This is an optimization exercise on Yosys and OpenROAD, whose aim is small area and a short achievable clock period, not a production implementation. In this exercise RTL edits were held to simulation tests only and were not proved equivalent to the original. Power is estimated from default activity; no workload was simulated.

<file path="flow/config.mk">
export PLATFORM = sky130hd
export DESIGN_NAME = scoreboard_ctrl
export DESIGN_NICKNAME = scoreboard_ctrl
export VERILOG_FILES = /design/flow/design.v
export SDC_FILE = /design/flow/constraint.sdc
export NUM_CORES = 4
export LEC_CHECK = 0
export CAP_MARGIN = 20
export CORE_MARGIN = 2
export CORE_UTILIZATION = 40
export SETUP_SLACK_MARGIN = 1.5
export SLEW_MARGIN = 20
</file>
<file path="flow/constraint.sdc">
create_clock -name core_clock -period 4.5 [get_ports {clk}]
set_input_delay 0.9000 -clock core_clock [delete_from_list [all_inputs] [get_ports {clk}]]
set_output_delay 0.9000 -clock core_clock [all_outputs]
set_load 0.01 [all_outputs]
</file>
<file path="flow/design.v">
package sb_pkg;
    typedef logic [31:0] inst_t;
    typedef logic [2:0]  fu_id_t;
    typedef logic [4:0]  reg_idx_t;
    typedef logic [4:0]  fu_op_t;
    localparam int num_fu = 4;
    localparam fu_id_t fu_none = 3'd0;
    localparam fu_id_t fu_alu  = 3'd1;
    localparam fu_id_t fu_mem  = 3'd2;
    localparam fu_id_t fu_mul  = 3'd3;
    localparam fu_id_t fu_div  = 3'd4;
    localparam fu_op_t alu_add   = 5'h01;
    localparam fu_op_t alu_sub   = 5'h02;
    localparam fu_op_t alu_and   = 5'h03;
    localparam fu_op_t alu_or    = 5'h04;
    localparam fu_op_t alu_xor   = 5'h05;
    localparam fu_op_t alu_sll   = 5'h06;
    localparam fu_op_t alu_srl   = 5'h07;
    localparam fu_op_t alu_slt   = 5'h08;
    localparam fu_op_t alu_sltu  = 5'h09;
    localparam fu_op_t alu_sra   = 5'h0a;
    localparam fu_op_t alu_imm   = 5'h10;
    localparam fu_op_t alu_lui   = 5'h1b;
    localparam fu_op_t alu_auipc = 5'h1c;
    localparam fu_op_t mem_lb  = 5'b0_000_0;
    localparam fu_op_t mem_lh  = 5'b0_001_0;
    localparam fu_op_t mem_lw  = 5'b0_010_0;
    localparam fu_op_t mem_lbu = 5'b0_100_0;
    localparam fu_op_t mem_lhu = 5'b0_101_0;
    localparam fu_op_t mem_sb  = 5'b0_000_1;
    localparam fu_op_t mem_sh  = 5'b0_001_1;
    localparam fu_op_t mem_sw  = 5'b0_010_1;
    localparam fu_op_t mul_mul    = 5'd0;
    localparam fu_op_t mul_mulh   = 5'd1;
    localparam fu_op_t mul_mulhsu = 5'd2;
    localparam fu_op_t mul_mulhu  = 5'd3;
    localparam fu_op_t div_div    = 5'd0;
    localparam fu_op_t div_divu   = 5'd1;
    localparam fu_op_t div_rem    = 5'd2;
    localparam fu_op_t div_remu   = 5'd3;
    localparam logic [6:0] opc_r     = 7'b0110011;
    localparam logic [6:0] opc_i     = 7'b0010011;
    localparam logic [6:0] opc_load  = 7'b0000011;
    localparam logic [6:0] opc_store = 7'b0100011;
    localparam logic [6:0] opc_lui   = 7'b0110111;
    localparam logic [6:0] opc_auipc = 7'b0010111;
    localparam logic [6:0] f7_base   = 7'h00;
    localparam logic [6:0] f7_muldiv = 7'h01;
    localparam logic [6:0] f7_alt    = 7'h20;
endpackage
module scoreboard_ctrl (
    input  logic                      clk,
    input  logic                      rst,
    input  sb_pkg::inst_t             inst,
    input  logic                      inst_valid,
    input  logic [sb_pkg::num_fu-1:0] fu_done,
    output logic                      issue_ack,
    output logic [sb_pkg::num_fu-1:0] ro_en,
    output sb_pkg::fu_op_t            ro_op,
    output sb_pkg::reg_idx_t          rs1_ctrl,
    output sb_pkg::reg_idx_t          rs2_ctrl,
    output logic                      reg_write,
    output sb_pkg::fu_id_t            wb_fu,
    output sb_pkg::reg_idx_t          rd_ctrl
);
    logic [4:1]      busy;     
    logic [4:1]      pre;      
    logic [4:1]      rdy1;     
    logic [4:1]      rdy2;
    logic [4:1]      done;     
    logic [4:1][4:0] dst;      
    logic [4:1][4:0] src1;
    logic [4:1][4:0] src2;
    logic [4:0]      op1;      
    logic [3:0]      op2;      
    logic [1:0]      op3;      
    logic [1:0]      op4;
    logic [6:0] opc;
    logic [2:0] f3;
    logic [6:0] f7;
    logic [4:0] rd, rs1, rs2;
    assign opc = inst[6:0];
    assign f3  = inst[14:12];
    assign f7  = inst[31:25];
    assign rd  = inst[11:7];
    assign rs1 = inst[19:15];
    assign rs2 = inst[24:20];
    logic is_r, is_i, is_ld, is_st, is_lui, is_auipc;
    assign is_r     = (opc == sb_pkg::opc_r);
    assign is_i     = (opc == sb_pkg::opc_i);
    assign is_ld    = (opc == sb_pkg::opc_load);
    assign is_st    = (opc == sb_pkg::opc_store);
    assign is_lui   = (opc == sb_pkg::opc_lui);
    assign is_auipc = (opc == sb_pkg::opc_auipc);
    logic f7_0, f7_20, f7_1;
    assign f7_0  = (f7 == sb_pkg::f7_base);
    assign f7_20 = (f7 == sb_pkg::f7_alt);
    assign f7_1  = (f7 == sb_pkg::f7_muldiv);
    logic [4:1] val;           
    assign val[1] = (is_r && (f7_0 || (f7_20 && (f3 == 3'h0 || f3 == 3'h5)))) ||
                    (is_i && (f3 == 3'h1 ? f7_0 : (f3 == 3'h5 ? (f7_0 || f7_20) : 1'b1))) ||
                    is_lui || is_auipc;
    assign val[2] = (is_ld && (f3 != 3'h3 && f3 != 3'h6 && f3 != 3'h7)) ||
                    (is_st && !f3[2] && f3 != 3'h3);
    assign val[3] = is_r && f7_1 && !f3[2];
    assign val[4] = is_r && f7_1 &&  f3[2];
    logic [4:0] alu_op;
    logic       alu_alt;
    assign alu_alt = inst[30] && (inst[5] || f3 == 3'h5);
    always_comb begin
        case (f3)
            3'h0:    alu_op = alu_alt ? sb_pkg::alu_sub : sb_pkg::alu_add;
            3'h1:    alu_op = sb_pkg::alu_sll;
            3'h2:    alu_op = sb_pkg::alu_slt;
            3'h3:    alu_op = sb_pkg::alu_sltu;
            3'h4:    alu_op = sb_pkg::alu_xor;
            3'h5:    alu_op = alu_alt ? sb_pkg::alu_sra : sb_pkg::alu_srl;
            3'h6:    alu_op = sb_pkg::alu_or;
            default: alu_op = sb_pkg::alu_and;
        endcase
        if (!inst[5]) alu_op = alu_op | sb_pkg::alu_imm;
        if (inst[2])  alu_op = inst[5] ? sb_pkg::alu_lui : sb_pkg::alu_auipc;
    end
    logic [4:1][4:0] n_dst, n_src1, n_src2;
    logic [4:1]      has_s1, has_s2, has_d;
    assign has_d  = {1'b1, 1'b1, !inst[5], 1'b1};
    assign has_s1 = {1'b1, 1'b1, 1'b1, !inst[2]};
    assign has_s2 = {1'b1, 1'b1, inst[5], inst[5] && !inst[2]};
    always_comb begin
        for (int u = 1; u <= 4; u++) begin
            n_dst[u]  = has_d[u]  ? rd  : 5'd0;
            n_src1[u] = has_s1[u] ? rs1 : 5'd0;
            n_src2[u] = has_s2[u] ? rs2 : 5'd0;
        end
    end
    logic [4:1] wake1, wake2;
    logic       rd_nz, rs1_nz, rs2_nz;
    assign rd_nz  = (rd  != 5'd0);
    assign rs1_nz = (rs1 != 5'd0);
    assign rs2_nz = (rs2 != 5'd0);
    logic [4:1] rs1_hit, rs2_hit, rd_hit;    
    logic [4:1] rd_s1, rd_s2;                
    always_comb begin
        for (int v = 1; v <= 4; v++) begin
            rs1_hit[v] = rs1_nz && (rs1 == dst[v]);
            rs2_hit[v] = rs2_nz && (rs2 == dst[v]);
            rd_hit[v]  = rd_nz  && (rd  == dst[v]);
            rd_s1[v]   = rd_nz  && (rd  == src1[v]);
            rd_s2[v]   = rd_nz  && (rd  == src2[v]);
        end
    end
    logic [4:1][4:1] eq1, eq2;
    always_ff @(posedge clk) begin
        for (int u = 1; u <= 4; u++)
            for (int v = 1; v <= 4; v++)
                if (u != v) begin
                    if (!busy[u]) begin
                        eq1[u][v] <= has_s1[u] && rs1_hit[v];
                        eq2[u][v] <= has_s2[u] && rs2_hit[v];
                    end else if (!busy[v]) begin
                        eq1[u][v] <= has_d[v] && rd_s1[u];
                        eq2[u][v] <= has_d[v] && rd_s2[u];
                    end
                end
    end
    logic [4:1] ro_req, rog, wbg, done_n, rdy1_n, rdy2_n, war_n, wb_req_n, wbg_n;
    logic [4:0] rd_n;
    assign ro_req = rdy1 & rdy2;
    assign rog = {ro_req[4] & ~|ro_req[3:1], ro_req[3] & ~|ro_req[2:1], ro_req[2] & ~ro_req[1], ro_req[1]};
    always_comb begin
        for (int u = 1; u <= 4; u++) begin
            done_n[u] = busy[u] && !wbg[u] && (done[u] || fu_done[u-1]);
            rdy1_n[u] = busy[u] && !rog[u] && !wbg[u] && (rdy1[u] || wake1[u]);
            rdy2_n[u] = busy[u] && !rog[u] && !wbg[u] && (rdy2[u] || wake2[u]);
        end
        for (int v = 1; v <= 4; v++) begin
            war_n[v] = 1'b0;
            for (int u = 1; u <= 4; u++)
                if (u != v && ((rdy1_n[u] && eq1[u][v]) || (rdy2_n[u] && eq2[u][v])))
                    war_n[v] = 1'b1;
        end
    end
    assign wb_req_n = done_n & ~war_n;
    assign wbg_n = {wb_req_n[4] & ~|wb_req_n[3:1], wb_req_n[3] & ~|wb_req_n[2:1],
                    wb_req_n[2] & ~wb_req_n[1], wb_req_n[1]};
    assign rd_n  = ({5{wbg_n[1]}} & dst[1]) | ({5{wbg_n[2]}} & dst[2]) |
                   ({5{wbg_n[3]}} & dst[3]) | ({5{wbg_n[4]}} & dst[4]);
    logic [4:0] rd_q;
    always_ff @(posedge clk or posedge rst) begin
        if (rst) wbg <= '0;
        else     wbg <= wbg_n;
    end
    always_ff @(posedge clk) rd_q <= rd_n;
    logic       waw, pend1, pend2, dec_valid, issue_en;
    logic [4:1] issue;
    assign waw   = |(busy & rd_hit);
    assign pend1 = |(busy & ~wbg & rs1_hit);
    assign pend2 = |(busy & ~wbg & rs2_hit);
    assign dec_valid = |val;
    always_comb begin
        for (int u = 1; u <= 4; u++)
            issue[u] = inst_valid && val[u] && !busy[u] && !(has_d[u] && waw);
    end
    assign issue_en = (inst_valid && !dec_valid) || (|issue);
    always_comb begin
        for (int u = 1; u <= 4; u++) begin
            wake1[u] = 1'b0;
            wake2[u] = 1'b0;
            for (int v = 1; v <= 4; v++)
                if (v != u) begin
                    if (wbg[v] && eq1[u][v]) wake1[u] = 1'b1;
                    if (wbg[v] && eq2[u][v]) wake2[u] = 1'b1;
                end
            wake1[u] = wake1[u] && pre[u];
            wake2[u] = wake2[u] && pre[u];
        end
    end
    always_ff @(posedge clk or posedge rst) begin
        if (rst) begin
            busy      <= '0;
            pre       <= '0;
            rdy1      <= '0;
            rdy2      <= '0;
            done      <= '0;
            issue_ack <= 1'b0;
        end else begin
            issue_ack <= issue_en;
            for (int u = 1; u <= 4; u++) begin
                if (busy[u]) begin
                    busy[u] <= !wbg[u];
                    pre[u]  <= pre[u] && !rog[u] && !wbg[u];
                    rdy1[u] <= !rog[u] && !wbg[u] && (rdy1[u] || wake1[u]);
                    rdy2[u] <= !rog[u] && !wbg[u] && (rdy2[u] || wake2[u]);
                    done[u] <= !wbg[u] && (done[u] || fu_done[u-1]);
                end else begin
                    busy[u] <= issue[u];
                    pre[u]  <= issue[u];
                    rdy1[u] <= issue[u] && !(has_s1[u] && pend1);
                    rdy2[u] <= issue[u] && !(has_s2[u] && pend2);
                    done[u] <= 1'b0;
                end
            end
        end
    end
    always_ff @(posedge clk) begin
        for (int u = 1; u <= 4; u++) begin
            if (!busy[u]) begin
                dst[u]  <= n_dst[u];
                src1[u] <= n_src1[u];
                src2[u] <= n_src2[u];
            end
        end
        if (!busy[1]) op1 <= alu_op;
        if (!busy[2]) op2 <= {f3, inst[5]};
        if (!busy[3]) op3 <= f3[1:0];
        if (!busy[4]) op4 <= f3[1:0];
    end
    assign ro_en     = rog;
    assign ro_op     = ({5{rog[1]}} & op1) | ({5{rog[2]}} & {1'b0, op2}) |
                       ({5{rog[3]}} & {3'b0, op3}) | ({5{rog[4]}} & {3'b0, op4});
    assign rs1_ctrl  = ({5{rog[1]}} & src1[1]) | ({5{rog[2]}} & src1[2]) |
                       ({5{rog[3]}} & src1[3]) | ({5{rog[4]}} & src1[4]);
    assign rs2_ctrl  = ({5{rog[1]}} & src2[1]) | ({5{rog[2]}} & src2[2]) |
                       ({5{rog[3]}} & src2[3]) | ({5{rog[4]}} & src2[4]);
    assign reg_write = |wbg;
    assign wb_fu     = {wbg[4], wbg[2] | wbg[3], wbg[1] | wbg[3]};
    assign rd_ctrl   = rd_q;
endmodule
</file>
<file path="flow/flow/run.sh">
#!/bin/bash
# Standard ORFS layout with two changes: the port buffers are plain buffers
# instead of the delay cells buffer_ports picks on its own, and the clock tree
# uses smaller clock buffers and no dummy balancing loads.
set -euo pipefail
export BUFFER_PORTS_ARGS="-buffer_cell sky130_fd_sc_hd__buf_2"
export CTS_ARGS="-sink_clustering_enable -repair_clock_nets -dont_use_dummy_load -buf_list sky130_fd_sc_hd__clkbuf_8 -sink_clustering_size 30"
bash standard.sh > make.log 2>&1
</file>
<file path="flow/standard.sh">
#!/bin/bash
# synth_recipe.tcl (not shown) runs the flow's synth.tcl, then flattens the netlist and writes it again
# the make line also repeats each setting of config.mk as NAME=value (left out here)
make -C /OpenROAD-flow-scripts/flow DESIGN_CONFIG=/design/flow/config.mk WORK_HOME=/design/flow/orfs CLKGATE_MAP_FILE= SYNTH_SCRIPT=/design/flow/synth_recipe.tcl "${@:-finish}"
</file>
==> summary.md, run 1 <==
| Metric | Value |
|---|---|
| # fillers | `approximately 1600` |
| Sequential fraction of the synthesis area | `a little over half` |
| Die W | `133 um` |
| Number of synthesized flops with an enable pin | `a little under 100` |
| Area delta synth->final | `11.4%` |
| Slew Viols, Final | `0` |
| Reg2Reg Setup Slack | `~1.6 ns` |
| Htree depth | `4` |
| Ant diodes | `0` |
| Tcrit/Tclk final | `roughly two thirds` |
| Slowest CP cell | `and4b_2` |
| WP data arrival | `between 3 and 4 ns` |
| GRT overflow | `0` |
| Worst slew margin | `about a third` |
| Top post-synthesis cells by count | `97 x edfxtp_1, 67 x nand2_1, 64 x xor2_1, 36 x xnor2_1, 31 x clkbuf_1` |
| Status | `finished clean` |
| Post-Syn Nets | `roughly 660` |
| Unrepaired setup endpoints after global routing | `no` |
| Mapped Cells | `~600` |
| Synth Area in Adders | `0%` |
| Initial core utilization | `approximately 41%` |
| Clock Tree Root | `clkbuf_8` |
| First-pass GRT wire length | `approximately 30000 um` |
| Clk_skew | `0.0207 ns` |
| Synth Area in XOR/XNOR | `between 10% and 20%` |
| Most used flip-flop cell after synthesis | `edfxtp_1` |
| RR Startpoint | `rdy2[1]$_DFF_PP0_` |
| Reg2Reg Depth | `9` |
| Share of layout cells above drive strength 1 | `15.5%` |
| Clock Latency Late Sink | `between 0.4 and 0.5 ns` |
| Max Freq | `around 340 MHz` |
| Count leader, synth | `edfxtp_1` |
| GRT Resource Usage Total | `around 23%` |
| CP max FO | `16` |
| Util after Layout | `between 40% and 50%` |
| Post-synth cell types | `59` |
| CTS clock-pin slew for the worst setup and hold paths | `about 0.07 ns` |
| Crit path cell chain | `buf_4, a22oi_1, and4_1, buf_4, nor3_1, a222oi_1, and4b_2, and2b_4, a222oi_1` |
| Wire length per cell | `between 20 and 25 um` |
| Yosys warnings | `1` |
| Worst R2R End | `rd_q[2]$_DFF_P_` |
| I/O Pins | `between 60 and 70` |
| Largest cells by area after synthesis | `edfxtp_1 43%, dfrtp_1 9.3%, xor2_1 8.4%, xnor2_1 4.7%, nand2_1 3.8%` |
| CTS Buf Count | `17` |
| Core Area | `0.0165 sq mm` |
| Port Buffer Count | `67` |
| WL final | `approximately 20000 um` |
| Total power | `about 3.2 mW` |
| GPL Wtd Cong | `0.937` |
| CP peak stage delay | `about 0.46 ns` |
| Setup Viol. Count Final | `0` |
| Post-synth top area share | `a little over two fifths` |
| Mux cell area share after synthesis | `less than 1%` |
| Power Dens Cells | `429 mW/mm^2` |
| Simple-Gate Fraction of Synth Area | `15.6%` |
| Synth Register Bits | `127` |
| Syn_area_per_cell | `around 11 sq um` |
| CTS tree | `done` |
| Initial antenna violation count | `0` |
| Final Critical Period | `roughly 2.9 ns` |
| Max-cap violations | `0` |
| Die Span Y | `~130 um` |
| Setup_tns | `0 ns` |
| First-pass DRT Iterations | `6` |
| Iter 0 DRT Violations | `roughly 700` |
| HPWL after detailed placement | `approximately 14000 um` |
| DRC Markers | `0` |
| CP Launch Type | `flip-flop` |
| Worst Max-Slew Pin Slew | `between 1 and 1.5 ns` |
| Vias in the first global route | `between 5000 and 6000` |
| Via count | `just over 5000` |
| Synth Cell Area | `~0.0067 sq mm` |
| TritonCTS Sinks | `around 130` |
| Post-DRT Antenna Nets | `0` |
| CTS Buffer Depth | `2` |
| Largest family of logic cells by synthesized area | `simple AND/OR/NAND/NOR gates` |
| Critical Path RT | `4.82 ns` |
| Synth area leader | `edfxtp_1` |
| Final hold violations | `0` |
| Hold WC Path Type | `in -> async` |
| Leak | `roughly 3 nW` |
| Die footprint | `~0.018 sq mm` |
| Multi-input logic area | `0.00280 sq mm` |
| Largest net degree at the start of global routing | `27` |
| Worst IR Drop VDD | `209 uV` |
| Nets | `~700` |
| Crit end category | `flip-flop` |
| Crit path kind | `reg -> reg` |
| Post-synthesis compound-gate area fraction | `roughly 13%` |
| Ys async rst share | `19.7%` |
| FP Rows | `47` |
| Vias per cell | `a little under 6` |
| Register area | `~0.0036 sq mm` |
==> logic make-up after synthesis <==
family	after synthesis
and+or+nand+nor	208
xor gates and xnor gates	100
muxes	1
AOI/OAI and AO/OA	116
buffers and inverters	64
DFF	127
==> registers in the layout, summed over array words and instances (netlist names) <==
signal / cells
done: 4
op4: 2
busy: 4
op2: 4
issue_ack: 1
rdy2: 4
dst: 20
wbg: 4
eq1: 12
src2: 20
rdy1: 4
rd_q: 5
op1: 5
eq2: 12
src1: 20
op3: 2
pre: 4
==> timing repair <==
action,in CTS,in global routing
pin swaps,1,2
endpoints found under the hold margin,0,0
gates cloned,0,1
hold buffers,0,0
setup endpoints to repair,12,7
gates resized for setup,3,4
setup buffers,2,0
==> worst max-delay path: cells and delay by family, from the launching register on <==
family | cells | cell delay (ns)
flops | 1 | 0.39
simple gates | 4 | 1.10
buf+inv | 2 | 0.40
compound gates | 3 | 0.89
==> worst max-delay path by stage <==
stage / to / from / cells past startpoint
floorplan: rdy2[2]$_DFF_PP0_ / inst[7] / 7
global placement: rdy2[2]$_DFF_PP0_ / inst[11] / 8
detailed placement: issue_ack$_DFF_PP0_ / inst[11] / 8
CTS: rs2_ctrl[4] / rdy2[1]$_DFF_PP0_ / 7
global route: rd_q[2]$_DFF_P_ / rdy2[1]$_DFF_PP0_ / 9
finish: rd_q[2]$_DFF_P_ / rdy2[1]$_DFF_PP0_ / 9
==> final cells by class <==
cell class                 count  share of cell area, %
clock buffer                  17                   3.13
inverter                      19                  0.955
multi-input combinational    425                   37.5
sequential                   127                   48.7
tap                          220                   3.69
timing repair buffer          75                   5.98
==> report_power, final <==
group	internal (mW)	total, mW	switching, mW
Sequential	1.56	1.82	0.254
Clock	0.332	0.721	0.389
Combinational	0.247	0.664	0.417
==> layer usage <==
layer / GRT usage [%] / up-vias / routed length (um)
met5: 0 / - / 0
met4: 8.39 / 0 / 378
met3: 4.87 / 38 / 1330
met2: 37.2 / 238 / 9670
met1: 30.1 / 2578 / 8740
li1: - / 2331 / -
==> metrics by stage <==
step                      instance area (sq um)  hold WS [ns]  cells  worst slack (ns)
after floorplan                            6700         0.447    616              1.81
after global placement                     7150         0.474    862              1.48
after detailed placement                   7150         0.490    862              1.34
after CTS                                  7410         0.506    881              1.55
after global routing                       7460         0.336    883              1.46
final                                      7460         0.340    883              1.58
==> placed cells by master, fill, tap and decap left out, types with 6 or more instances in the layout <==
| cell | synthesis | layout |
|---|---|---|
| a211oi_1 | 7 | 7 |
| inv_1 | 19 | 18 |
| o22ai_1 | 6 | 6 |
| nor2b_1 | 13 | 13 |
| nand2_1 | 67 | 67 |
| xnor2_1 | 36 | 36 |
| nand3_1 | 21 | 21 |
| a22o_1 | 8 | 8 |
| o21bai_1 | 6 | 6 |
| xor2_1 | 64 | 64 |
| nor2_1 | 26 | 26 |
| nor3_1 | 19 | 19 |
| buf_2 | 5 | 67 |
| edfxtp_1 | 97 | 97 |
| o21ai_0 | 29 | 29 |
| a21oi_1 | 9 | 9 |
| and2_1 | 16 | 15 |
| clkbuf_8 | 0 | 17 |
| nor4_1 | 13 | 13 |
| nand4_1 | 8 | 8 |
| a222oi_1 | 18 | 18 |
| dfrtp_1 | 25 | 25 |
==> run 2: changes to the inputs <==
--- a/flow/flow/run.sh
+++ b/flow/flow/run.sh
@@ -5,4 +5,5 @@
 set -euo pipefail
 export BUFFER_PORTS_ARGS="-buffer_cell sky130_fd_sc_hd__buf_2"
 export CTS_ARGS="-sink_clustering_enable -repair_clock_nets -dont_use_dummy_load -buf_list sky130_fd_sc_hd__clkbuf_8 -sink_clustering_size 30"
+export RECOVER_POWER=100
 bash standard.sh > make.log 2>&1
--- a/flow/config.mk
+++ b/flow/config.mk
@@ -7,6 +7,6 @@
 export LEC_CHECK = 0
 export CAP_MARGIN = 20
 export CORE_MARGIN = 2
-export CORE_UTILIZATION = 40
+export CORE_UTILIZATION = 65
 export SETUP_SLACK_MARGIN = 1.5
 export SLEW_MARGIN = 20
==> run 2 against run 1 <==
Wire length fell by 12%; via count fell by 1.5%; combinational power fell by 4.2%; critical path type is now reg -> out.
==> summary.md, run 2 <==
| Metric | Value |
|---|---|
| Status | `finished clean` |
| Clk_skew | `between 0.02 and 0.025 ns` |
| CTS clock-pin slew for the worst setup and hold paths | `~0.060 ns` |
| Initial core utilization | `approximately two thirds` |
| Ys async rst share | `19.7%` |
| Most common cell after layout, fill and taps aside | `edfxtp_1` |
| CTS tree | `done` |
| CP Launch Type | `flip-flop` |
| First-pass DRT Iterations | `5` |
| Vias in the first global route | `roughly 5000` |
| GPL Wtd Cong | `between 0.9 and 1` |
| CP max FO | `16` |
| FP Rows | `37` |
| RR Startpoint | `rdy1[2]$_DFF_PP0_` |
| Reg2Reg Depth | `8` |
| Clock share of power | `22.4%` |
| Leak | `2.78 nW` |
| Die Span Y | `106 um` |
| Iter 0 DRT Violations | `about 420` |
| Worst Max-Slew Pin Slew | `between 1 and 1.5 ns` |
| Final Instance Area | `just over 0.007 sq mm` |
| Initial antenna violation count | `0` |
| Register area | `0.00364 sq mm` |
| Hold_ws | `approximately 0.37 ns` |
| Count leader, synth | `edfxtp_1` |
| DRC Markers | `0` |
| Crit path max-delay family | `buffers and inverters` |
| Slowest CP cell | `clkbuf_1` |
| Post-synth top area share | `between 40% and 50%` |
| I/O Pins | `68` |
| Net load switching power | `between 1 and 1.5 mW` |
| Synth Cell Area | `~0.0067 sq mm` |
| Multi-input logic area | `about 0.0028 sq mm` |
| Synth area leader | `edfxtp_1` |
| Int Power | `roughly 2.1 mW` |
| GRT overflow | `0` |
| Crit end category | `output port` |
| # fillers | `803` |
| Largest cells by area after synthesis | `edfxtp_1 43%, dfrtp_1 9.3%, xor2_1 8.4%, xnor2_1 4.7%, nand2_1 3.8%` |
| Port Buffer Count | `between 60 and 70` |
| Max-cap violations | `0` |
| Mapped Cells | `~620` |
| Die footprint | `about 0.011 sq mm` |
| Via count | `5105` |
| Syn_area_per_cell | `~11 sq um` |
| Share of layout cells above drive strength 1 | `under 10%` |
| GRT Resource Usage Total | `between 30% and 40%` |
| Core Area | `~0.010 sq mm` |
| Top post-synthesis cells by count | `97 x edfxtp_1, 67 x nand2_1, 64 x xor2_1, 36 x xnor2_1, 31 x clkbuf_1` |
| Clock Latency Late Sink | `between 0.4 and 0.5 ns` |
| Setup_tns | `0 ns` |
| Clock Tree Root | `clkbuf_8` |
| Nets | `701` |
| Reg2Reg Setup Slack | `1.08 ns` |
| Unrepaired setup endpoints after global routing | `no` |
| WP data arrival | `2.52 ns` |
| Largest net degree at the start of global routing | `27` |
| CP peak stage delay | `approximately 0.74 ns` |
| Sequential power share | `~57%` |
| Dpl cell area | `~0.007 sq mm` |
| Setup Viol. Count Final | `0` |
| Hold WC Path Type | `in -> async` |
| Die W | `around 110 um` |
| Slew Viols, Final | `0` |
| CTS Buffer Depth | `2` |
| Sequential fraction of the synthesis area | `between 50% and 60%` |
| Wire length per cell | `around 22 um` |
| Combinational Power Share | `between 20 and 25%` |
| WL final | `approximately 18000 um` |
| CTS Buf Count | `17` |
| Vias per cell | `approximately 6.4` |
| Post-synth cell types | `59` |
| Final Critical Period | `~3.4 ns` |
| Tcrit/Tclk final | `roughly three quarters` |
| Htree depth | `4` |
| Crit path kind | `reg -> out` |
| TritonCTS Sinks | `roughly 130` |
| Worst slew margin | `10.8%` |
| Worst IR Drop VDD | `314 uV` |
| HPWL after detailed placement | `about 13000 um` |
| Buffer and inverter count on the worst path | `2` |
| Final hold violations | `0` |
| Most used flip-flop cell after synthesis | `edfxtp_1` |
| Worst R2R End | `rd_q[4]$_DFF_P_` |
| Post-Syn Nets | `between 600 and 700` |
| Synth Register Bits | `127` |
| Post-DRT Antenna Nets | `0` |
| Area delta synth->final | `7.54%` |
| First-pass GRT wire length | `between 20000 and 30000 um` |
| Yosys warnings | `1` |
| Number of synthesized flops with an enable pin | `97` |
| Critical Path RT | `3.60 ns` |
| Switching portion of total power | `~32%` |
| Biggest regs | `dst (20), src1 (20), src2 (20)` |
| Crit path cell chain | `a22oi_1, and4_1, clkbuf_1, nand2_1, nand2_1, clkbuf_1` |
| Crit path from | `rdy1[2]$_DFF_PP0_` |
| Most frequent cells in the layout | `97 x edfxtp_1, 67 x nand2_1, 64 x xor2_1` |
| Max Freq | `between 200 and 300 MHz` |
| Power Dens Cells | `around 440 mW/mm^2` |
| Ant diodes | `0` |
[run 2: metal layers]
metal  up-vias  global-route usage (%)  wire length [um]
li1       2325                       -                 -
met1      2489                    41.8              6940
met2       248                    56.3              8890
met3        43                    7.73              1330
met4         0                    13.2               537
met5         -                       0                 0
[run 2: worst max path at each step]
| stage | endpoint | cells past startpoint |
|---|---|---|
| 2_1_floorplan | rdy2[2]$_DFF_PP0_ | 7 |
| 3_3_place_gp | rdy2[2]$_DFF_PP0_ | 8 |
| 3_5_place_dp | rdy2[2]$_DFF_PP0_ | 8 |
| 4_1_cts | rs2_ctrl[3] | 5 |
| 5_1_grt | rd_q[3]$_DFF_P_ | 8 |
| 6_report | rs2_ctrl[2] | 6 |
[run 2: final cells by class]
cell class,instances,share of cell area (%)
Inverter,19,0.990
Timing Repair Buffer,72,4.15
Clock buffer,17,3.25
Tap cell,136,2.36
Multi-Input combinational cell,425,38.8
Sequential cell,127,50.5
[run 2: worst reg2reg max path, stage by stage (launching register included)]
cell and delay, ns:
dfrtp_1 0.41, a22oi_1 0.28, and4_1 0.22, clkbuf_1 0.74
nor3_1 0.22, a222oi_1 0.37, and4b_1 0.51, and2b_1 0.31
a222oi_1 0.25
[run 2: cells by family after synthesis]
family	after synthesis	share of synthesized area, %
AO/OA/AOI/OAI	116	12.8
XOR/XNOR	100	13.1
buffers and inverters	64	3.98
flip-flops	127	54.3
multiplexers	1	0.149
AND/OR/NAND/NOR	208	15.6
[run 2: timing repair]
item | 4_1_cts | 5_1_grt
hold endpoints to repair | 0 | 0
endpoints found under the setup margin | 13 | 3
setup buffers | 0 | 0
resized for setup | 1 | 1
hold buffers | 0 | 0
[run 2: stage by stage]
stage	util, %	std cells	power [mW]	worst slack [ns]
finish	70.7	796	3.15	1.08
global route	70.7	796	3.28	0.857
CTS	71.4	795	3.16	1.56
detailed placement	69.1	778	2.46	1.32
global placement	69.1	778	2.43	1.47
floorplan	-	616	2.21	1.81
[run 2: power by group through the flow]
stage / logic (mW) / clock network (mW) / registers, mW
floorplan: 0.490 / 0 / 1.72
CTS: 0.643 / 0.712 / 1.80
finish: 0.636 / 0.706 / 1.81
global placement: 0.621 / 0 / 1.81
detailed placement: 0.640 / 0 / 1.82
global route: 0.696 / 0.755 / 1.83
==> run 3: changes to the inputs <==
--- a/flow/flow/run.sh
+++ b/flow/flow/run.sh
@@ -5,5 +5,4 @@
 set -euo pipefail
 export BUFFER_PORTS_ARGS="-buffer_cell sky130_fd_sc_hd__buf_2"
 export CTS_ARGS="-sink_clustering_enable -repair_clock_nets -dont_use_dummy_load -buf_list sky130_fd_sc_hd__clkbuf_8 -sink_clustering_size 30"
-export RECOVER_POWER=100
 bash standard.sh > make.log 2>&1
--- a/flow/config.mk
+++ b/flow/config.mk
@@ -8,5 +8,5 @@
 export CAP_MARGIN = 20
 export CORE_MARGIN = 2
 export CORE_UTILIZATION = 65
-export SETUP_SLACK_MARGIN = 1.5
+export SETUP_SLACK_MARGIN = 2.0
 export SLEW_MARGIN = 20
==> run 3 against run 2 <==
Still clean on timing, DRC and antenna; synthesized cell count unchanged; clock power decreased by 0.7%; total power increased by 2.0%; non-clock buffer count increased by 25; final cell count increased by 3.4%; setup slack improved by 0.58 ns; combinational power increased by about 10%; first-iteration DRC count increased by 68%; sequential power about the same; critical path type unchanged; critical endpoint unchanged.
==> summary.md, run 3 <==
| Metric | Value |
|---|---|
| Mapped Cells | `~620` |
| Crit path max-delay family | `simple AND/OR/NAND/NOR gates` |
| CP peak stage delay | `between 0.4 and 0.5 ns` |
| Leak | `3.15 nW` |
| Largest net degree at the start of global routing | `27` |
| GPL Wtd Cong | `roughly 0.96` |
| CP max FO | `5` |
| Buffer and inverter count on the worst path | `2` |
| Slowest CP cell | `dfrtp_1` |
| Die footprint | `0.0111 sq mm` |
| Crit end category | `output port` |
| Worst slew margin | `~34%` |
| Synth Register Bits | `approximately 130` |
| Power Dens Cells | `between 400 and 500 mW/mm^2` |
| Util after Layout | `approximately 76%` |
| Top post-synthesis cells by count | `97 x edfxtp_1, 67 x nand2_1, 64 x xor2_1, 36 x xnor2_1, 31 x clkbuf_1` |
| Unrepaired setup endpoints after global routing | `yes` |
| Share of layout cells above drive strength 1 | `between 20% and 30%` |
| Crit path kind | `reg -> out` |
| Clock Tree Root | `clkbuf_8` |
| Hold_ws | `roughly 0.38 ns` |
| Final Critical Period | `between 2 and 3 ns` |
| Setup_tns | `0 ns` |
| Slew Viols, Final | `0` |
| Status | `finished clean` |
| Setup Viol. Count Final | `0` |
| Clk_skew | `0.0157 ns` |
| I/O Pins | `68` |
| Post-DRT Antenna Nets | `0` |
| Finished Layout Cells | `823` |
| Most common cell after layout, fill and taps aside | `edfxtp_1` |
| Die W | `between 100 and 150 um` |
| Post-synth top area share | `between 40% and 50%` |
| Most used flip-flop cell after synthesis | `edfxtp_1` |
| DRC Markers | `0` |
| Area delta synth->final | `16.1%` |
| Tcrit/Tclk final | `63.1%` |
| Final hold violations | `0` |
| Synth area leader | `edfxtp_1` |
| Cell repeated most along the worst path | `nand2_1` |
| Critical Path RT | `about 3.6 ns` |
| Total power | `approximately 3.2 mW` |
| CTS Buf Count | `17` |
| Biggest regs | `dst (20), src1 (20), src2 (20)` |
| Vias per cell | `roughly 6.6` |
| Cts hold-fix bufs | `0` |
| Max Freq | `about 350 MHz` |
| Iter 0 DRT Violations | `roughly 700` |
| Crit path cell chain | `a22oi_2, and4_4, buf_12, nand2_1, nand2_1, buf_2` |
| Nets | `between 700 and 800` |
| GRT Resource Usage Total | `between 30% and 40%` |
| Post-synth cell types | `59` |
| GRT overflow | `0` |
| Placed cells | `774` |
| Number of synthesized flops with an enable pin | `between 90 and 100` |
| Dpl cell area | `roughly 0.007 sq mm` |
| Worst Max-Slew Pin Slew | `0.984 ns` |
| CTS clock-pin slew for the worst setup and hold paths | `~0.070 ns` |
| Core Area | `roughly 0.01 sq mm` |
| WP data arrival | `just under 2 ns` |
| Via count | `~5400` |
| Vias in the first global route | `~5200` |
| Worst slack, placed | `around 1.2 ns` |
| First-pass GRT wire length | `around 29000 um` |
| Htree depth | `4` |
| Syn_area_per_cell | `10.9 sq um` |
| Most frequent cells in the layout | `97 x edfxtp_1, 64 x xor2_1, 58 x buf_2` |
| HPWL after detailed placement | `approximately 12000 um` |
| Initial antenna violation count | `0` |
| Worst IR Drop VDD | `roughly 360 uV` |
| Sequential fraction of the synthesis area | `between 50% and 60%` |
| Initial core utilization | `65.8%` |
| WL final | `just under 20000 um` |
| Count leader, synth | `edfxtp_1` |
| Die Span Y | `between 100 and 150 um` |
| Final Instance Area | `between 0.007 and 0.008 sq mm` |
| CTS Buffer Depth | `2` |
| Max-cap violations | `0` |
| Largest cells by area after synthesis | `edfxtp_1 43%, dfrtp_1 9.3%, xor2_1 8.4%, xnor2_1 4.7%, nand2_1 3.8%` |
| Wire length per cell | `between 20 and 25 um` |
| Port Buffer Count | `67` |
| Clock Latency Late Sink | `around 0.46 ns` |
| TritonCTS Sinks | `~130` |
| CTS tree | `done` |
| First-pass DRT Iterations | `5` |
| Synth Cell Area | `0.00670 sq mm` |
| FP Rows | `37` |
| Hold WC Path Type | `in -> async` |
| Yosys warnings | `1` |
| Post-Syn Nets | `around 660` |
| CP Launch Type | `flip-flop` |
| Post-route setup slack | `1.66 ns` |
| Ant diodes | `0` |
| Ys async rst share | `approximately a fifth` |
==> run 3: cells by family after synthesis <==
logic type	after synthesis	synth area share [%]
compound gates	116	12.8
xor+xnor	100	13.1
buf+inv	64	3.98
flops	127	54.3
mux	1	0.149
simple gates	208	15.6
==> run 3: timing repair <==
item,CTS,global route
cloned,3,1
gates resized for setup,48,19
pin swaps,22,15
setup buffers,18,9
setup endpoints to repair,40,39
==> run 3: routing by layer <==
layer,wire length [um],track usage (%)
met2,9750,57.9
met4,637,19.8
met5,0,0
met1,7000,44.5
met3,1930,8.23
==> run 3: path summary, 6_finish.rpt <==
path	from	end	slack, ns	cells past startpoint
setup / recovery	rdy1[2]$_DFF_PP0_	rs2_ctrl[2]	1.66	6
hold / removal	rst	wbg[4]$_DFF_PP0_	0.38	2
setup reg to reg	rdy1[2]$_DFF_PP0_	rd_q[4]$_DFF_P_	1.71	8
hold reg to reg	done[3]$_DFF_PP0_	done[3]$_DFF_PP0_	0.49	2
max in group asynchronous	rst	rdy1[1]$_DFF_PP0_	3.67	3
min in group core_clock	done[3]$_DFF_PP0_	done[3]$_DFF_PP0_	0.49	2
==> run 3: cell type report <==
| class | count | area [sq um] |
|---|---|---|
| multi-input cells | 427 | 2970 |
| inverters | 19 | 71.3 |
| fillers | 705 | 2410 |
| flip-flops and latches | 127 | 3650 |
| repair buffers | 97 | 684 |
| well taps | 136 | 170 |
| clock buffers | 17 | 234 |
==> run 3: worst reg2reg max path, delay by kind of cell, from the launching register on <==
family	cells	cell delay [ns]
flops	1	0.43
buf+inv	1	0.16
compound gates	3	1.00
simple gates	4	1.06
==> run 3: where the power goes <==
| part | internal [mW] | total, mW | switching (mW) |
|---|---|---|---|
| Sequential | 1.56 | 1.81 | 0.246 |
| Combinational | 0.269 | 0.701 | 0.432 |
| Clock | 0.331 | 0.701 | 0.371 |
| Total | 2.16 | 3.21 | 1.05 |
==> run 4: changes to the inputs <==
--- a/flow/config.mk
+++ b/flow/config.mk
@@ -8,5 +8,6 @@
 export CAP_MARGIN = 20
 export CORE_MARGIN = 2
 export CORE_UTILIZATION = 65
-export SETUP_SLACK_MARGIN = 2.0
+export PLACE_DENSITY = 0.75
+export SETUP_SLACK_MARGIN = 1.5
 export SLEW_MARGIN = 20
==> run 4 against run 3 <==
Still clean on timing, DRC and antenna; sequential power is essentially flat; flip-flop and latch count unchanged; via count is 4.9% lower; non-clock buffer count is 26 lower; critical endpoint unchanged; final cell count is 3.4% lower; largest cell class unchanged; combinational power fell by 8.4%; wire length shrank 9.6%.
==> summary.md, run 4 <==
| Metric | Value |
|---|---|
| Status | `finished clean` |
| CP max FO | `16` |
| Critical Path RT | `about 3.6 ns` |
| Tcrit/Tclk final | `64.2%` |
| Switching portion of total power | `about a third` |
| Setup_tns | `0 ns` |
| Clock share of power | `22.3%` |
| Combinational Power Share | `20.3%` |
| Wire length per cell | `22.0 um` |
| Synth Register Bits | `127` |
| Max Freq | `346 MHz` |
| Iter 0 DRT Violations | `about 700` |
| Crit path kind | `reg -> out` |
| Post-synth cell types | `about 60` |
| Ant diodes | `0` |
| CTS clock-pin slew for the worst setup and hold paths | `0.06 ns` |
| Util after Layout | `between 70% and 80%` |
| Die footprint | `~0.011 sq mm` |
| Port Buffer Count | `67` |
| Core Area | `~0.01 sq mm` |
| Initial core utilization | `between 60% and 70%` |
| Worst slew margin | `about a third` |
| Net load switching power | `1.02 mW` |
| Post-DRT Antenna Nets | `0` |
| Count leader, synth | `edfxtp_1` |
| Ys async rst share | `roughly 20%` |
| CP Launch Type | `flip-flop` |
| Multi-input logic area | `0.00280 sq mm` |
| Mapped Cells | `just over 600` |
| Most common cell after layout, fill and taps aside | `edfxtp_1` |
| GRT overflow | `0` |
| Hold WC Path Type | `reg -> reg` |
| Total power | `3.16 mW` |
| Htree depth | `4` |
| Syn_area_per_cell | `~11 sq um` |
| WP data arrival | `roughly 2.0 ns` |
| Number of synthesized flops with an enable pin | `just under 100` |
| Int Power | `2.14 mW` |
| Setup Viol. Count Final | `0` |
| Final Critical Period | `2.89 ns` |
| Cts hold-fix bufs | `0` |
| Unrepaired setup endpoints after global routing | `no` |
| Biggest regs | `dst (20), src1 (20), src2 (20)` |
| Area delta synth->final | `8.66%` |
| Max-cap violations | `0` |
| Most used flip-flop cell after synthesis | `edfxtp_1` |
| Initial antenna violation count | `0` |
| Sequential fraction of the synthesis area | `54.3%` |
| Clk_skew | `around 0.017 ns` |
| Worst Max-Slew Pin Slew | `slightly below 1 ns` |
| Top post-synthesis cells by count | `97 x edfxtp_1, 67 x nand2_1, 64 x xor2_1, 36 x xnor2_1, 31 x clkbuf_1` |
| Register area | `around 0.0036 sq mm` |
| GRT Resource Usage Total | `around a third` |
| Clock Latency Late Sink | `~0.45 ns` |
| DRC Markers | `0` |
| Largest cells by area after synthesis | `edfxtp_1 43%, dfrtp_1 9.3%, xor2_1 8.4%, xnor2_1 4.7%, nand2_1 3.8%` |
| # fillers | `between 700 and 800` |
| First-pass GRT wire length | `approximately 27000 um` |
| Post-Syn Nets | `around 660` |
| Yosys warnings | `1` |
| CTS tree | `done` |
| First-pass DRT Iterations | `9` |
| Share of layout cells above drive strength 1 | `about 15%` |
| Final hold violations | `0` |
| Largest net degree at the start of global routing | `27` |
| HPWL after detailed placement | `12500 um` |
| Slew Viols, Final | `0` |
| Crit end category | `output port` |
| Worst IR Drop VDD | `approximately 380 uV` |
| CTS Buf Count | `17` |
| Clock Tree Root | `clkbuf_8` |
| Synth area leader | `edfxtp_1` |
| Vias per cell | `approximately 6.5` |
| Vias in the first global route | `between 4000 and 5000` |
| Die W | `roughly 110 um` |
| Nets | `700` |
| Leak | `a little under 3 nW` |
| CTS Buffer Depth | `2` |
| I/O Pins | `just under 70` |
| Die Span Y | `around 110 um` |
| TritonCTS Sinks | `about 130` |
| Power Dens Cells | `about 430 mW/mm^2` |
| Via count | `roughly 5200` |
| WL final | `approximately 17000 um` |
| Synth Cell Area | `roughly 0.0067 sq mm` |
| GPL Wtd Cong | `0.972` |
| Sequential power share | `57.3%` |
| FP Rows | `37` |
| Post-synth top area share | `roughly 43%` |
| Most frequent cells in the layout | `97 x edfxtp_1, 67 x nand2_1, 67 x buf_2` |
==> run 4: cell count changes in the layout (fill, tap and decap cells not counted), moves of 6 or more <==
cell,previous run,this run
dfrtp_2,6,0
nand2_1,55,67
dfrtp_1,19,25
nand2_2,10,0
buf_4,21,4
buf_2,58,67
buf_6,12,0
==> run 4: worst max-delay path: stages (launching register included) <==
cell	delay, ns
dfrtp_1	0.41
a22oi_1	0.29
and4_1	0.25
buf_4	0.27
nand2_1	0.10
nand2_1	0.09
buf_2	0.13
==> run 4: path summary, 6_finish.rpt <==
check,from,depth (start not counted),slack (ns),end
setup / recovery,rdy1[2]$_DFF_PP0_,6,1.61,rs2_ctrl[2]
min in group asynchronous,rst,2,0.66,wbg[3]$_DFF_PP0_
setup reg to reg,rdy1[2]$_DFF_PP0_,8,1.78,rd_q[4]$_DFF_P_
hold / removal,done[3]$_DFF_PP0_,2,0.51,done[3]$_DFF_PP0_
hold reg to reg,done[3]$_DFF_PP0_,2,0.51,done[3]$_DFF_PP0_
max in group asynchronous,rst,2,3.24,rdy1[1]$_DFF_PP0_
==> run 4: power groups by stage <==
stage          logic (mW)  clock network, mW  registers [mW]
2_1_floorplan       0.490                  0            1.72
3_3_place_gp        0.615                  0            1.82
3_5_place_dp        0.635                  0            1.82
4_1_cts             0.638              0.711            1.80
5_1_grt             0.703              0.756            1.83
6_report            0.642              0.705            1.81
==> run 4: what timing repair did <==
item                       4_1_cts  5_1_grt
pin swaps                        0        0
setup buffers                    0        0
setup endpoints to repair       12        9
resized for setup                1        2
==> run 4: logic make-up after synthesis <==
family | after synthesis | share of synthesized area, %
simple gates | 208 | 15.6
flops | 127 | 54.3
compound gates | 116 | 12.8
xor+xnor | 100 | 13.1
buf+inv | 64 | 3.98
mux | 1 | 0.149
==> run 4: final cells by class <==
type	count	share of cell area [%]
Clock buffer	17	3.21
Inverter	19	0.980
Multi-Input combinational cell	425	38.5
Sequential cell	127	50.0
Tap cell	136	2.34
Timing Repair Buffer	71	5.02
==> run 4: stage by stage <==
step	cell area [sq um]	instances	setup WS, ns	hold WS [ns]
finish	7280	795	1.61	0.509
detailed placement	7040	778	1.43	0.491
global placement	7040	778	1.52	0.492
floorplan	6700	616	1.81	0.447
global route	7280	795	1.50	0.563
CTS	7280	795	1.59	0.509
==> run 4: layer usage <==
layer  part of all wire (%)  vias up  GRT usage [%]
met5                      0        -              0
li1                       -     2315              -
met4                    2.4        0           13.2
met3                     10       40           8.04
met1                     39     2471           42.2
met2                     49      330           54.7
==> run 5: changes to the inputs <==
--- a/flow/config.mk
+++ b/flow/config.mk
@@ -8,6 +8,5 @@
 export CAP_MARGIN = 20
 export CORE_MARGIN = 2
 export CORE_UTILIZATION = 65
-export PLACE_DENSITY = 0.75
 export SETUP_SLACK_MARGIN = 1.5
 export SLEW_MARGIN = 20
==> run 5 against run 4 <==
Final cell count rose by 0.13%; hold slack worse by 0.088 ns; flip-flop and latch count stayed put; still clean on timing, DRC and antenna; non-clock buffer count grew 1; cell area is 0.36% higher; critical path type unchanged.
==> summary.md, run 5 <==
| Metric | Value |
|---|---|
| Die W | `~110 um` |
| Top post-synthesis cells by count | `97 x edfxtp_1, 67 x nand2_1, 64 x xor2_1, 36 x xnor2_1, 31 x clkbuf_1` |
| Crit path kind | `reg -> out` |
| Power Dens Cells | `433 mW/mm^2` |
| Slowest CP cell | `dfrtp_1` |
| Ant diodes | `0` |
| Ys async rst share | `between 10% and 20%` |
| Unrepaired setup endpoints after global routing | `no` |
| Post-route setup slack | `1.64 ns` |
| Crit end category | `output port` |
| Critical Path RT | `3.60 ns` |
| Tcrit/Tclk final | `63.5%` |
| Reg2Reg Setup Slack | `1.72 ns` |
| Worst slew margin | `29.7%` |
| Setup Viol. Count Final | `0` |
| Worst slack, placed | `~1.3 ns` |
| HPWL after detailed placement | `approximately 13000 um` |
| Max Freq | `around 350 MHz` |
| TritonCTS Sinks | `about 130` |
| GPL Wtd Cong | `0.998` |
| CTS Buf Count | `17` |
| Synth Register Bits | `127` |
| Vias in the first global route | `5154` |
| RR Startpoint | `rdy1[2]$_DFF_PP0_` |
| Slew Viols, Final | `0` |
| DRC Markers | `0` |
| First-pass DRT Iterations | `5` |
| CP Launch Type | `flip-flop` |
| Htree depth | `4` |
| Clock share of power | `roughly 22%` |
| Die Span Y | `between 100 and 150 um` |
| Biggest regs | `dst (20), src1 (20), src2 (20)` |
| Setup_tns | `0 ns` |
| First-pass GRT wire length | `around 28000 um` |
| Total power | `approximately 3.2 mW` |
| Setup Buffers After CTS | `0` |
| Clk_skew | `~0.025 ns` |
| Syn_area_per_cell | `between 10 and 15 sq um` |
| Mapped Cells | `616` |
| Most common cell after layout, fill and taps aside | `edfxtp_1` |
| GRT Resource Usage Total | `between 30% and 40%` |
| Critical Path End | `rs2_ctrl[3]` |
| Post-Syn Nets | `about 660` |
| CTS tree | `done` |
| Final hold violations | `0` |
| Worst IR Drop VDD | `roughly 320 uV` |
| Yosys warnings | `1` |
| Post-DRT Antenna Nets | `0` |
| Wire length per cell | `about 22 um` |
| Post-synth cell types | `59` |
| Worst R2R End | `rd_q[3]$_DFF_P_` |
| Hold WC Path Type | `in -> async` |
| CP peak stage delay | `0.42 ns` |
| Max-cap violations | `0` |
| Share of layout cells above drive strength 1 | `roughly 15%` |
| Initial core utilization | `between 60% and 70%` |
| Status | `finished clean` |
| Crit path from | `rdy2[1]$_DFF_PP0_` |
| Crit path cell chain | `and2_1, buf_4, a222oi_1, nand2_1, buf_2` |
| GRT overflow | `0` |
| Hold_ws | `between 0.4 and 0.5 ns` |
| Int Power | `approximately 2.1 mW` |
| WL final | `17600 um` |
| Synth area leader | `edfxtp_1` |
| Switching portion of total power | `32.3%` |
| Most frequent cells in the layout | `97 x edfxtp_1, 67 x nand2_1, 67 x buf_2` |
| Number of synthesized flops with an enable pin | `97` |
| Sequential power share | `a little under three fifths` |
| Post-synth top area share | `43.5%` |
| Clock Latency Late Sink | `between 0.4 and 0.5 ns` |
| Area delta synth->final | `9.06%` |
| Iter 0 DRT Violations | `458` |
| FP Rows | `37` |
| Largest cells by area after synthesis | `edfxtp_1 43%, dfrtp_1 9.3%, xor2_1 8.4%, xnor2_1 4.7%, nand2_1 3.8%` |
| Port Buffer Count | `67` |
| Initial antenna violation count | `0` |
| Count leader, synth | `edfxtp_1` |
| I/O Pins | `~70` |
| Clock Tree Root | `clkbuf_8` |
| CTS-repair resized insts | `1` |
| Largest net degree at the start of global routing | `27` |
| CP max FO | `20` |
| CTS clock-pin slew for the worst setup and hold paths | `approximately 0.060 ns` |
| Final Critical Period | `roughly 2.9 ns` |
| Cts hold-fix bufs | `0` |
| Vias per cell | `between 6 and 7` |
| Synth Cell Area | `0.00670 sq mm` |
| Reg2Reg Depth | `8` |
| WP data arrival | `between 1.5 and 2 ns` |
| Sequential fraction of the synthesis area | `between 50% and 60%` |
| Combinational Power Share | `20.5%` |
| Net load switching power | `approximately 1.0 mW` |
| Via count | `slightly above 5000` |
| Worst Max-Slew Pin Slew | `approximately 1.1 ns` |
| Most used flip-flop cell after synthesis | `edfxtp_1` |
| CTS Buffer Depth | `2` |
| Leak | `2.96 nW` |
| Die footprint | `between 0.01 and 0.015 sq mm` |
| Core Area | `0.0102 sq mm` |
| Nets | `roughly 700` |
run 5: metrics by stage:
step / cells / instance area, sq um / utilization, %
after detailed placement: 778 / 7040 / 69.1
after global routing: 796 / 7310 / 71.7
after floorplan: 616 / 6700 / -
after global placement: 778 / 7040 / 69.1
after CTS: 795 / 7280 / 71.4
final: 796 / 7310 / 71.7
run 5: cells by family after synthesis:
family | Yosys count | synth area share, %
multiplexers | 1 | 0.149
flip-flops | 127 | 54.3
AO/OA/AOI/OAI | 116 | 12.8
AND/OR/NAND/NOR | 208 | 15.6
buffers and inverters | 64 | 3.98
XOR/XNOR | 100 | 13.1
run 5: critical path, delay by kind of cell (launching register included):
kind                   cells  cell delay (ns)
DFF                        1             0.42
AOI/OAI and AO/OA          1             0.40
buffers and inverters      2             0.38
and+or+nand+nor            2             0.32
run 5: layout make-up:
type / count / area (sq um)
Multi-Input combinational cell: 425 / 2800
Timing Repair Buffer: 72 / 393
Clock buffer: 17 / 234
Inverter: 19 / 71.3
Tap cell: 136 / 170
Fill cell: 774 / 2880
Sequential cell: 127 / 3640
run 5: worst min path at each step:
stage / start / end / slack [ns] / depth (start not counted)
global placement: done[4]$_DFF_PP0_ / done[4]$_DFF_PP0_ / 0.49 / 2
global route: rst / wbg[2]$_DFF_PP0_ / 0.42 / 2
CTS: done[3]$_DFF_PP0_ / done[3]$_DFF_PP0_ / 0.51 / 2
detailed placement: done[3]$_DFF_PP0_ / done[3]$_DFF_PP0_ / 0.49 / 2
floorplan: done[3]$_DFF_PP0_ / done[3]$_DFF_PP0_ / 0.45 / 2
finish: rst / wbg[2]$_DFF_PP0_ / 0.42 / 2
run 5: power groups by stage:
stage                     sequential (mW)  clock, mW  combinational [mW]
after global routing                 1.83      0.755               0.710
after floorplan                      1.72          0               0.490
final                                1.81      0.705               0.648
after CTS                            1.80      0.712               0.643
after global placement               1.81          0               0.621
after detailed placement             1.82          0               0.640
run 5: routing by layer:
layer,vias up,track usage (%),wire length (um)
li1,2328,-,-
met1,2477,41.8,6900
met2,262,56.3,8820
met3,52,7.73,1340
met4,0,13.2,537
met5,-,0,0
==> run 6: changes to the inputs <==
--- a/flow/config.mk
+++ b/flow/config.mk
@@ -7,6 +7,6 @@
 export LEC_CHECK = 0
 export CAP_MARGIN = 20
 export CORE_MARGIN = 2
-export CORE_UTILIZATION = 65
+export CORE_UTILIZATION = 73
 export SETUP_SLACK_MARGIN = 1.5
 export SLEW_MARGIN = 20
==> run 6 against run 5 <==
Die area fell by 11%; area after synthesis did not move; combinational power up 2%; first-iteration DRC count up 50%; final cell count decreased by 3.4%; total power is 0.53% higher; sequential power about the same; wire length rose by 2.9%; clock skew rose by 0.0096 ns; clock power barely moved; via count increased by 5.9%.
==> summary.md, run 6 <==
| Metric | Value |
|---|---|
| Mapped Cells | `a little over 600` |
| Iter 0 DRT Violations | `688` |
| Final Instance Area | `between 0.007 and 0.008 sq mm` |
| Yosys warnings | `1` |
| Sequential fraction of the synthesis area | `54.3%` |
| I/O Pins | `68` |
| Crit end category | `output port` |
| Tcrit/Tclk final | `between 60% and 70%` |
| GRT Resource Usage Total | `a little under two fifths` |
| TritonCTS Sinks | `~130` |
| Count leader, synth | `edfxtp_1` |
| FP Rows | `34` |
| Status | `finished clean` |
| WL final | `approximately 18000 um` |
| CTS clock-pin slew for the worst setup and hold paths | `around 0.050 ns` |
| Port Buffer Count | `67` |
| Buffer and inverter count on the worst path | `3` |
| Multi-input logic area | `0.00280 sq mm` |
| First-pass DRT Iterations | `7` |
| Register area | `around 0.0036 sq mm` |
| Post-synth cell types | `59` |
| Crit path max-delay family | `buffers and inverters` |
| Worst Max-Slew Pin Slew | `slightly below 1 ns` |
| Synth Register Bits | `between 100 and 150` |
| Htree depth | `4` |
| Vias per cell | `a little over 7` |
| Critical Path RT | `3.60 ns` |
| Wire length per cell | `between 20 and 25 um` |
| CTS Buf Count | `17` |
| Setup Viol. Count Final | `0` |
| Slowest CP cell | `dfrtp_1` |
| Worst slew margin | `roughly a third` |
| Setup_tns | `0 ns` |
| Biggest regs | `dst (20), src1 (20), src2 (20)` |
| Crit path kind | `reg -> out` |
| Area delta synth->final | `8.83%` |
| First-pass GRT wire length | `around 28000 um` |
| Leak | `about 3.0 nW` |
| Via count | `about 5400` |
| Most common cell after layout, fill and taps aside | `edfxtp_1` |
| Die footprint | `0.00996 sq mm` |
| Post-Syn Nets | `around 660` |
| DRC Markers | `0` |
| CP Launch Type | `flip-flop` |
| Die W | `99.8 um` |
| Slew Viols, Final | `0` |
| Crit path cell chain | `and2_4, buf_12, nor2_1, buf_4, a222oi_1, nand2_1, buf_2` |
| Synth Cell Area | `around 0.0067 sq mm` |
| Most frequent cells in the layout | `97 x edfxtp_1, 67 x nand2_1, 67 x buf_2` |
| Core Area | `about 0.009 sq mm` |
| Final Critical Period | `between 3 and 4 ns` |
| Post-DRT Antenna Nets | `0` |
| Largest cells by area after synthesis | `edfxtp_1 43%, dfrtp_1 9.3%, xor2_1 8.4%, xnor2_1 4.7%, nand2_1 3.8%` |
| Power Dens Cells | `around 440 mW/mm^2` |
| Initial core utilization | `between 70 and 80%` |
| Most used flip-flop cell after synthesis | `edfxtp_1` |
| Syn_area_per_cell | `between 10 and 15 sq um` |
| Nets | `approximately 700` |
| GPL Wtd Cong | `0.974` |
| Largest net degree at the start of global routing | `27` |
| Synth area leader | `edfxtp_1` |
| Ys async rst share | `between 10% and 20%` |
| Max Freq | `~330 MHz` |
| CTS tree | `done` |
| # fillers | `around 500` |
| Top post-synthesis cells by count | `97 x edfxtp_1, 67 x nand2_1, 64 x xor2_1, 36 x xnor2_1, 31 x clkbuf_1` |
| Share of layout cells above drive strength 1 | `~16%` |
| Clock Tree Root | `clkbuf_8` |
| CP peak stage delay | `between 0.4 and 0.5 ns` |
| HPWL after detailed placement | `about 12000 um` |
| Clk_skew | `~0.035 ns` |
| Hold WC Path Type | `reg -> reg` |
| Number of synthesized flops with an enable pin | `between 90 and 100` |
| Initial antenna violation count | `0` |
| CTS Buffer Depth | `2` |
| Unrepaired setup endpoints after global routing | `no` |
| WP data arrival | `between 2 and 2.5 ns` |
| GRT overflow | `0` |
| Worst IR Drop VDD | `278 uV` |
| Die Span Y | `roughly 100 um` |
| Max-cap violations | `0` |
| Cts hold-fix bufs | `0` |
| CP max FO | `15` |
| Post-synth top area share | `a little over two fifths` |
| Vias in the first global route | `roughly 5400` |
| Ant diodes | `0` |
| Final hold violations | `0` |
| Dpl cell area | `between 0.006 and 0.007 sq mm` |
| Clock Latency Late Sink | `between 0.4 and 0.5 ns` |
[run 6: final cells by class]
cell class	instances	area share, %
Tap cell	108	1.85
Multi-Input combinational cell	425	38.4
Sequential cell	127	49.9
Inverter	19	0.978
Clock buffer	17	3.21
Timing Repair Buffer	73	5.63
[run 6: worst reg2reg max path, cell delays in order, from the launching register on]
cell	delay, ns
dfrtp_1	0.43
a22oi_1	0.21
and4_2	0.53
nor3_1	0.17
a222oi_1	0.36
and4b_2	0.43
and2b_4	0.26
a222oi_1	0.26
[run 6: stage by stage]
| step | hold slack, ns | util, % | setup slack [ns] | std cells | power [mW] |
|---|---|---|---|---|---|
| finish | 0.516 | 82.8 | 1.48 | 769 | 3.18 |
| global route | 0.535 | 82.8 | 1.47 | 769 | 3.28 |
| CTS | 0.521 | 82.2 | 1.47 | 766 | 3.15 |
| detailed placement | 0.506 | 79.5 | 1.34 | 749 | 2.46 |
| global placement | 0.492 | 79.5 | 1.48 | 749 | 2.42 |
| floorplan | 0.447 | - | 1.81 | 616 | 2.21 |
[run 6: repair_timing]
action,CTS,global route
pin swaps,0,4
resized for setup,3,6
cloned,0,1
buffers inserted,0,2
setup endpoints to repair,14,16
[run 6: kinds of logic (layout without fill, tap and decap cells)]
group           after synthesis  in the layout  share of synthesized area [%]
simple gates                208            208                           15.6
xor+xnor                    100            100                           13.1
compound gates              116            116                           12.8
mux                           1              1                          0.149
flops                       127            127                           54.3
buf+inv                      64            109                           3.98
[run 6: final timing paths]
path	cells after the start	start	slack (ns)	endpoint
max in group asynchronous	2	rst	3.18	rdy1[1]$_DFF_PP0_
min	2	done[2]$_DFF_PP0_	0.52	done[2]$_DFF_PP0_
max reg2reg	7	rdy2[1]$_DFF_PP0_	1.74	rd_q[2]$_DFF_P_
max	7	rdy2[1]$_DFF_PP0_	1.48	rs2_ctrl[3]
min in group asynchronous	2	rst	0.66	wbg[4]$_DFF_PP0_
min reg2reg	2	done[2]$_DFF_PP0_	0.52	done[2]$_DFF_PP0_
[run 6: routing by layer]
metal  vias up  wire [um]  GRT usage [%]
li1       2323          -              -
met2       453       8630           59.5
met5         -          0              0
met1      2548       6260           47.5
met3        96       2290           7.52
met4         0        932           23.0
[run 6: where the power goes]
part           switching, mW  internal (mW)
logic                  0.415          0.246
clock network          0.373          0.331
registers              0.251           1.56
total                   1.04           2.14
==> run 7: changes to the inputs <==
--- a/flow/config.mk
+++ b/flow/config.mk
@@ -7,6 +7,6 @@
 export LEC_CHECK = 0
 export CAP_MARGIN = 20
 export CORE_MARGIN = 2
-export CORE_UTILIZATION = 73
+export CORE_UTILIZATION = 70
 export SETUP_SLACK_MARGIN = 1.5
 export SLEW_MARGIN = 20
==> run 7 against run 6 <==
Still clean; wire length shrank 5.2%; final cell count grew 2.3%; via count shrank 3.8%; die area grew 4.1%; global-route usage shrank 1.9 points; critical path type unchanged; critical endpoint is now rs2_ctrl[2]; largest cell class unchanged.
==> summary.md, run 7 <==
| Metric | Value |
|---|---|
| Combinational Power Share | `slightly above 20%` |
| Via count | `between 5000 and 6000` |
| Port Buffer Count | `67` |
| Synth Register Bits | `around 130` |
| Mapped Cells | `~620` |
| Worst IR Drop VDD | `325 uV` |
| Share of layout cells above drive strength 1 | `roughly 15%` |
| Tcrit/Tclk final | `between 60 and 70%` |
| Synth Cell Area | `0.00670 sq mm` |
| Die Span Y | `just over 100 um` |
| Setup Buffers After CTS | `0` |
| Crit path max-delay family | `flip-flops` |
| Iter 0 DRT Violations | `569` |
| Largest net degree at the start of global routing | `27` |
| CP peak stage delay | `approximately 0.42 ns` |
| Count leader, synth | `edfxtp_1` |
| Number of synthesized flops with an enable pin | `97` |
| Vias per cell | `roughly 6.6` |
| CTS Buf Count | `17` |
| Max-cap violations | `0` |
| Worst slack, placed | `between 1 and 1.5 ns` |
| Net load switching power | `~1.0 mW` |
| CTS Buffer Depth | `2` |
| Wire length per cell | `between 20 and 25 um` |
| Sequential power share | `between 50 and 60%` |
| Htree depth | `4` |
| Int Power | `around 2.1 mW` |
| Most common cell after layout, fill and taps aside | `edfxtp_1` |
| Power Dens Cells | `434 mW/mm^2` |
| First-pass GRT wire length | `between 20000 and 30000 um` |
| Final Critical Period | `between 2 and 3 ns` |
| CP Launch Type | `flip-flop` |
| Worst slew margin | `between 30% and 40%` |
| Most used flip-flop cell after synthesis | `edfxtp_1` |
| Initial antenna violation count | `0` |
| Die footprint | `just over 0.01 sq mm` |
| Buffer and inverter count on the worst path | `2` |
| Met1 Routed Length | `6450 um` |
| # fillers | `650` |
| Synth area leader | `edfxtp_1` |
| Critical Path RT | `roughly 3.6 ns` |
| Crit end category | `output port` |
| Crit path kind | `reg -> out` |
| Hold_ws | `0.506 ns` |
| Sequential fraction of the synthesis area | `54.3%` |
| Hold WC Path Type | `reg -> reg` |
| Worst Max-Slew Pin Slew | `1.02 ns` |
| Reg2Reg Setup Slack | `1.75 ns` |
| Nets | `about 700` |
| Status | `finished clean` |
| Met2 wire length | `8210 um` |
| Post-route setup slack | `1.68 ns` |
| Ys async rst share | `approximately a fifth` |
| Max Freq | `roughly 360 MHz` |
| GRT overflow | `0` |
| I/O Pins | `slightly below 70` |
| Leak | `between 2 and 3 nW` |
| Syn_area_per_cell | `around 11 sq um` |
| Post-Syn Nets | `~660` |
| Most frequent cells in the layout | `97 x edfxtp_1, 67 x nand2_1, 67 x buf_2` |
| Critical Path Stages | `5` |
| Area delta synth->final | `8.44%` |
| Switching portion of total power | `32.1%` |
| Slew Viols, Final | `0` |
| First-pass DRT Iterations | `6` |
| Reg2Reg Depth | `7` |
| Yosys warnings | `1` |
| Met3 WL | `about 1900 um` |
| Crit path cell chain | `and2_1, buf_4, a222oi_1, nand2_1, buf_2` |
| CTS clock-pin slew for the worst setup and hold paths | `about 0.06 ns` |
| Clock Latency Late Sink | `between 0.4 and 0.5 ns` |
| Clk_skew | `0.0271 ns` |
| Biggest regs | `dst (20), src1 (20), src2 (20)` |
| DRC Markers | `0` |
| Vias in the first global route | `about 5000` |
| GRT Resource Usage Total | `a little over a third` |
| Cts hold-fix bufs | `0` |
| Post-DRT Antenna Nets | `0` |
| Util after Layout | `between 70% and 80%` |
| CP max FO | `20` |
| HPWL after detailed placement | `~12000 um` |
| Clock Tree Root | `clkbuf_8` |
| CTS tree | `done` |
| Setup_tns | `0 ns` |
| Top post-synthesis cells by count | `97 x edfxtp_1, 67 x nand2_1, 64 x xor2_1, 36 x xnor2_1, 31 x clkbuf_1` |
| Uppermost routed layer | `met4` |
| Worst hold path cell count | `2` |
| Unrepaired setup endpoints after global routing | `no` |
| Clock share of power | `between 20% and 30%` |
| FP Rows | `35` |
| Slowest CP cell | `dfrtp_1` |
| WL final | `17200 um` |
| Ant diodes | `0` |
| GPL Wtd Cong | `between 0.9 and 1` |
| Final hold violations | `0` |
| Largest cells by area after synthesis | `edfxtp_1 43%, dfrtp_1 9.3%, xor2_1 8.4%, xnor2_1 4.7%, nand2_1 3.8%` |
| Total power | `between 3 and 4 mW` |
| Post-synth cell types | `59` |
| TritonCTS Sinks | `127` |
| Register area | `between 0.003 and 0.004 sq mm` |
| Die W | `a little over 100 um` |
| Initial core utilization | `72.2%` |
| Setup Viol. Count Final | `0` |
| WP data arrival | `roughly 1.9 ns` |
| Multi-input logic area | `around 0.0028 sq mm` |
| Core Area | `approximately 0.0093 sq mm` |
| Post-synth top area share | `43.5%` |
## run 7: what timing repair did
item	4_1_cts	5_1_grt
resized for setup	2	2
setup endpoints to repair	16	2
pin swaps	0	0
## run 7: worst paths after layout
| check | start | to |
|---|---|---|
| max in group asynchronous | rst | done[1]$_DFF_PP0_ |
| min in group asynchronous | rst | wbg[2]$_DFF_PP0_ |
| worst min-delay path | done[4]$_DFF_PP0_ | done[4]$_DFF_PP0_ |
| worst min register to register | done[4]$_DFF_PP0_ | done[4]$_DFF_PP0_ |
| worst max register to register | rdy1[2]$_DFF_PP0_ | rd_q[4]$_DFF_P_ |
| worst max-delay path | rdy2[1]$_DFF_PP0_ | rs2_ctrl[2] |
## run 7: worst min-delay path, cell delays in order (launching register included)
cell     delay (ns)
dfrtp_1        0.32
nor2_1         0.04
nor2_1         0.10
## run 7: logic make-up after synthesis
logic type	count (synthesis)	synth area share, %
simple gates	208	15.6
flops	127	54.3
compound gates	116	12.8
xor+xnor	100	13.1
buf+inv	64	3.98
mux	1	0.149
## run 7: cell type report
class	count	area share [%]
clock buffer	17	3.22
inverter	19	0.982
multi-input combinational	425	38.6
sequential	127	50.1
tap	129	2.22
timing repair buffer	70	4.93
## run 7: routing by layer
| metal | GRT usage, % | vias to the layer above |
|---|---|---|
| li1 | - | 2318 |
| met5 | 0 | - |
| met4 | 14.3 | 0 |
| met3 | 7.32 | 54 |
| met1 | 46.5 | 2481 |
| met2 | 58.4 | 359 |
## run 7: stage by stage
step,area (sq um),cells
2_1_floorplan,6700,616
3_3_place_gp,7020,770
3_5_place_dp,7020,770
4_1_cts,7260,787
5_1_grt,7270,787
6_report,7270,787
## run 7: power by group through the flow
stage	registers, mW	logic (mW)	clock network, mW
after floorplan	1.72	0.490	0
after global placement	1.81	0.613	0
after detailed placement	1.82	0.637	0
after CTS	1.80	0.641	0.690
after global routing	1.82	0.711	0.741
final	1.81	0.646	0.696

-- separate check: timing with driven ports --
In the flow no input, the clock included, has a driving cell. The finished layouts below were timed again as built, in two steps. Step 1 sets driving cells, clkbuf_16 on the clock port and buf_2 on the other inputs (assumed; they add their load-dependent delay and slew). Step 2 times the ports against the registers' clock, not the clock port: input delays grow and output delays shrink by t, the midpoint of the rising clock arrivals with the driver on. Three values: ideal ports, drivers, drivers and shift; two values: the first two.
| run | t (ns) | setup WS [ns] |
|---|---|---|
| run 1 | 0.477 | 1.584 / 1.584 / 1.263 |
| run 2 | 0.475 | 1.077 / 1.042 / 0.735 |
| run 3 | 0.486 | 1.661 / 1.623 / 1.569 |
| run 4 | 0.481 | 1.611 / 1.576 / 1.378 |
| run 5 | 0.468 | 1.643 / 1.610 / 1.254 |
| run 6 | 0.466 | 1.484 / 1.446 / 1.165 |
| run 7 | 0.469 | 1.684 / 1.648 / 1.389 |
After both steps every run listed still meets setup and hold.
